This design comes from an exercise in tuning for small area, a short achievable clock period and few clock cycles per item on the open sky130 flow, not from production work.
At most, simulation tests tie the RTL to the original design; equivalence was not proved.

## R
Design fp_alu, start of the top module:
module fp_alu (
    input  logic      clk,
    input  logic      rst,
    input  logic      start,
    input  fp_pkg::fp_word_t  op_a,
    input  fp_pkg::fp_word_t  op_b,
    input  fp_pkg::fp_op_t    op_code,
    output fp_pkg::fp_word_t  result,
    output fp_pkg::fp_flags_t flags,
    output logic      valid_out
);
Size: roughly 1,500 cells after synthesis, ~36 flip-flops, ~110 I/O pins, about 8700 um2 of cells after synthesis.
==> module fp_alu, before the edit <==
module fp_alu (
    input  logic      clk,
    input  logic      rst,
    input  logic      start,
    input  fp_pkg::fp_word_t  op_a,
    input  fp_pkg::fp_word_t  op_b,
    input  fp_pkg::fp_op_t    op_code,
    output fp_pkg::fp_word_t  result,
    output fp_pkg::fp_flags_t flags,
    output logic      valid_out
);
    fp_pkg::fp_class_t cls_a;
    fp_pkg::fp_class_t cls_b;
    fp_pkg::fp_word_t  add_result;
    fp_pkg::fp_flags_t add_flags;
    fp_pkg::fp_word_t  mul_result;
    fp_pkg::fp_flags_t mul_flags;
    fp_pkg::fp_word_t  sel_result;
    fp_pkg::fp_flags_t sel_flags;
    fp_unpack i_unpack_a (.word(op_a), .cls(cls_a));
    fp_unpack i_unpack_b (.word(op_b), .cls(cls_b));
    fp_add_sub i_add_sub (
        .a        (cls_a),
        .b        (cls_b),
        .subtract (op_code == fp_pkg::OP_SUB),
        .result   (add_result),
        .flags    (add_flags)
    );
    fp_mul i_mul (
        .a      (cls_a),
        .b      (cls_b),
        .result (mul_result),
        .flags  (mul_flags)
    );
    always_comb begin
        sel_result = fp_pkg::QNAN;
        sel_flags  = 3'b100;
        case (op_code)
            fp_pkg::OP_ADD, fp_pkg::OP_SUB: begin
                sel_result = add_result;
                sel_flags  = add_flags;
            end
            fp_pkg::OP_MUL: begin
                sel_result = add_result;
                sel_flags  = add_flags;
            end
            default: ;
        endcase
    end
    always_ff @(posedge clk) begin
        result <= sel_result;
        flags  <= sel_flags;
    end
    always_ff @(posedge clk or posedge rst) begin
        if (rst)
            valid_out <= 1'b0;
        else
            valid_out <= start;
    end
endmodule
Settings: LEC_CHECK=0, ABC_AREA=1, CAP_MARGIN=20, CORE_MARGIN=2, CORE_UTILIZATION=40, SETUP_SLACK_MARGIN=4, SLEW_MARGIN=20; clock period 15.0 ns.
run.sh (not shown) runs the stock make flow with config.mk's settings and CLKGATE_MAP_FILE= SYNTH_SCRIPT=/design/flow/synth_recipe.tcl, a recipe that flattens the netlist after the stock synthesis.
The inputs of T differ from those of R as listed below.
--- a/flow/design.v
+++ b/flow/design.v
@@ -2198,14 +2198,14 @@
         sel_result = fp_pkg::QNAN;
         sel_flags  = 3'b100;
         case (op_code)
             fp_pkg::OP_ADD, fp_pkg::OP_SUB: begin
-                sel_result = add_result;
-                sel_flags  = add_flags;
+                sel_result = mul_result;
+                sel_flags  = mul_flags;
             end
             fp_pkg::OP_MUL: begin
-                sel_result = add_result;
-                sel_flags  = add_flags;
+                sel_result = mul_result;
+                sel_flags  = mul_flags;
             end
             default: ;
         endcase
     end
- R completed end to end with timing, DRC and antenna clean.
- T: done, clean on timing, DRC and antenna
- Maximum frequency was higher in the run labelled T.
- The number of gates on the worst path with buffers counted reported for T is smaller than that of R by 50%.
- Area after synthesis up 84% in T wrt R
- Taking R as the reference point, the minimum period implied by the final worst setup slack of T falls by 0.29 ns.
- Comparing T and R, the higher clock-buffer cell count was measured on T.
- Biggest cell delay along the critical path: T and R compared, higher one is T
- Compared T vs R, and routed wire length is up in T.
- Compared with R, T shows a number of different library cells in the post-synthesis netlist that is 23 lower.
- T — cell area after layout about 50% higher, R as reference
Function was not checked in any run of this note: the RTL went through the layout flow alone.

========
## job 101
fp_alu, a different RTL version from the one above (not shown whole).
Size: ~3,400 cells after synthesis, roughly 36 flip-flops, about 110 I/O pins, about 0.023 sq mm of cells after synthesis.
==> module fp_prefix_add, before the edit <==
module fp_prefix_add #(
    parameter int W = 8
) (
    input  logic [W-1:0] a,
    input  logic [W-1:0] b,
    input  logic         cin,
    output logic [W-1:0] sum,
    output logic         cout
);
    localparam int L = (W > 32) ? 6 : (W > 16) ? 5 : (W > 8) ? 4 : (W > 4) ? 3 : (W > 2) ? 2 : 1;
    logic [W-1:0] p;
    logic [W-1:0] g;
    logic [W-1:0] pg_p [0:L];
    logic [W-1:0] pg_g [0:L];
    assign p = a ^ b;
    assign g = a & b;
    always_comb begin
        pg_p[0]    = p;
        pg_g[0]    = g;
        pg_g[0][0] = g[0] | (p[0] & cin);
        for (int l = 0; l < L; l++) begin
            pg_p[l+1] = pg_p[l];
            pg_g[l+1] = pg_g[l];
            for (int j = 0; j < W; j++) begin
                if ((j >> l) & 1) begin
                    pg_g[l+1][j] = pg_g[l][j] | (pg_p[l][j] & pg_g[l][((j >> l) << l) - 1]);
                    pg_p[l+1][j] = pg_p[l][j] & pg_p[l][((j >> l) << l) - 1];
                end
            end
        end
    end
    assign sum  = p ^ {pg_g[L][W-2:0], cin};
    assign cout = pg_g[L][W-1];
endmodule
make LEC_CHECK=0 ABC_AREA=1 CAP_MARGIN=20 CORE_MARGIN=2 CORE_UTILIZATION=40 SETUP_SLACK_MARGIN=4 SLEW_MARGIN=20 finish   # period 15.0 ns
Job 101 ran to completion and came out clean on the timing, DRC and antenna checks.
Testbench counts of job 101, summed over its fixed seeds: cycles 32,008, ops 32,000.
diff inputs: job 101 => job 102
--- a/flow/design.v
+++ b/flow/design.v
@@ -64,11 +64,11 @@
     input  logic [W-1:0] b,
     input  logic         cin,
     output logic [W-1:0] sum,
     output logic         cout
 );
-    localparam int L = (W > 32) ? 6 : (W > 16) ? 5 : (W > 8) ? 4 : (W > 4) ? 3 : (W > 2) ? 2 : 1;
+    localparam int L = $clog2(W);
     logic [W-1:0] p;
     logic [W-1:0] g;
     logic [W-1:0] pg_p [0:L];
     logic [W-1:0] pg_g [0:L];
     assign p = a ^ b;
--- outcome ---
Async set-reset flop share out of synthesis across job 102 and job 101: no real change. Global routing usage on met2 came out exactly the same in job 102 and job 101. Job 102 and job 101 ended up with roughly the same core utilization. [compare] base=job 101 new=job 102: post-synthesis cell area essentially unchanged, global-route wire length before repair essentially unchanged, sum of routed wire length over all layers essentially unchanged, post-synthesis net count essentially unchanged. Reported for job 102 and job 101, minimum clock period after layout turned out identical to the last digit.
No functional check of the RTL was part of job 102.

[re-timing with driven ports]
In the flow no input, the clock included, has a driving cell. The finished layouts below were timed again as built, in two steps.
Step 1 sets driving cells, clkbuf_16 on the clock port and buf_2 on the other inputs (assumed; they add their load-dependent delay and slew).
Step 2, shift: input delay + t, output delay - t, t = (earliest + latest rising clock arrival at the registers) / 2. This alone moves slack from input paths to output paths.
a / b / c = ideal / step 1 / step 2; a / b = the first two.
| run | shift t [ns] | slack for setup (ns) | worst register clock-pin slew, ns | worst slew at a driven data input, ns |
|---|---|---|---|---|
| R | 0.322 | 4.287 / 4.293 / 3.972 | 0.06 / 0.06 | 0.05 |
| T | 0.300 | 4.578 / 4.587 / 4.287 | 0.05 / 0.05 | 0.06 |
| job 101 | 0.321 | 4.271 / 4.268 / 3.947 | 0.07 / 0.07 | 0.07 |
| job 102 | 0.321 | 4.271 / 4.268 / 3.947 | 0.07 / 0.07 | 0.07 |
After both steps every run listed still meets setup and hold.
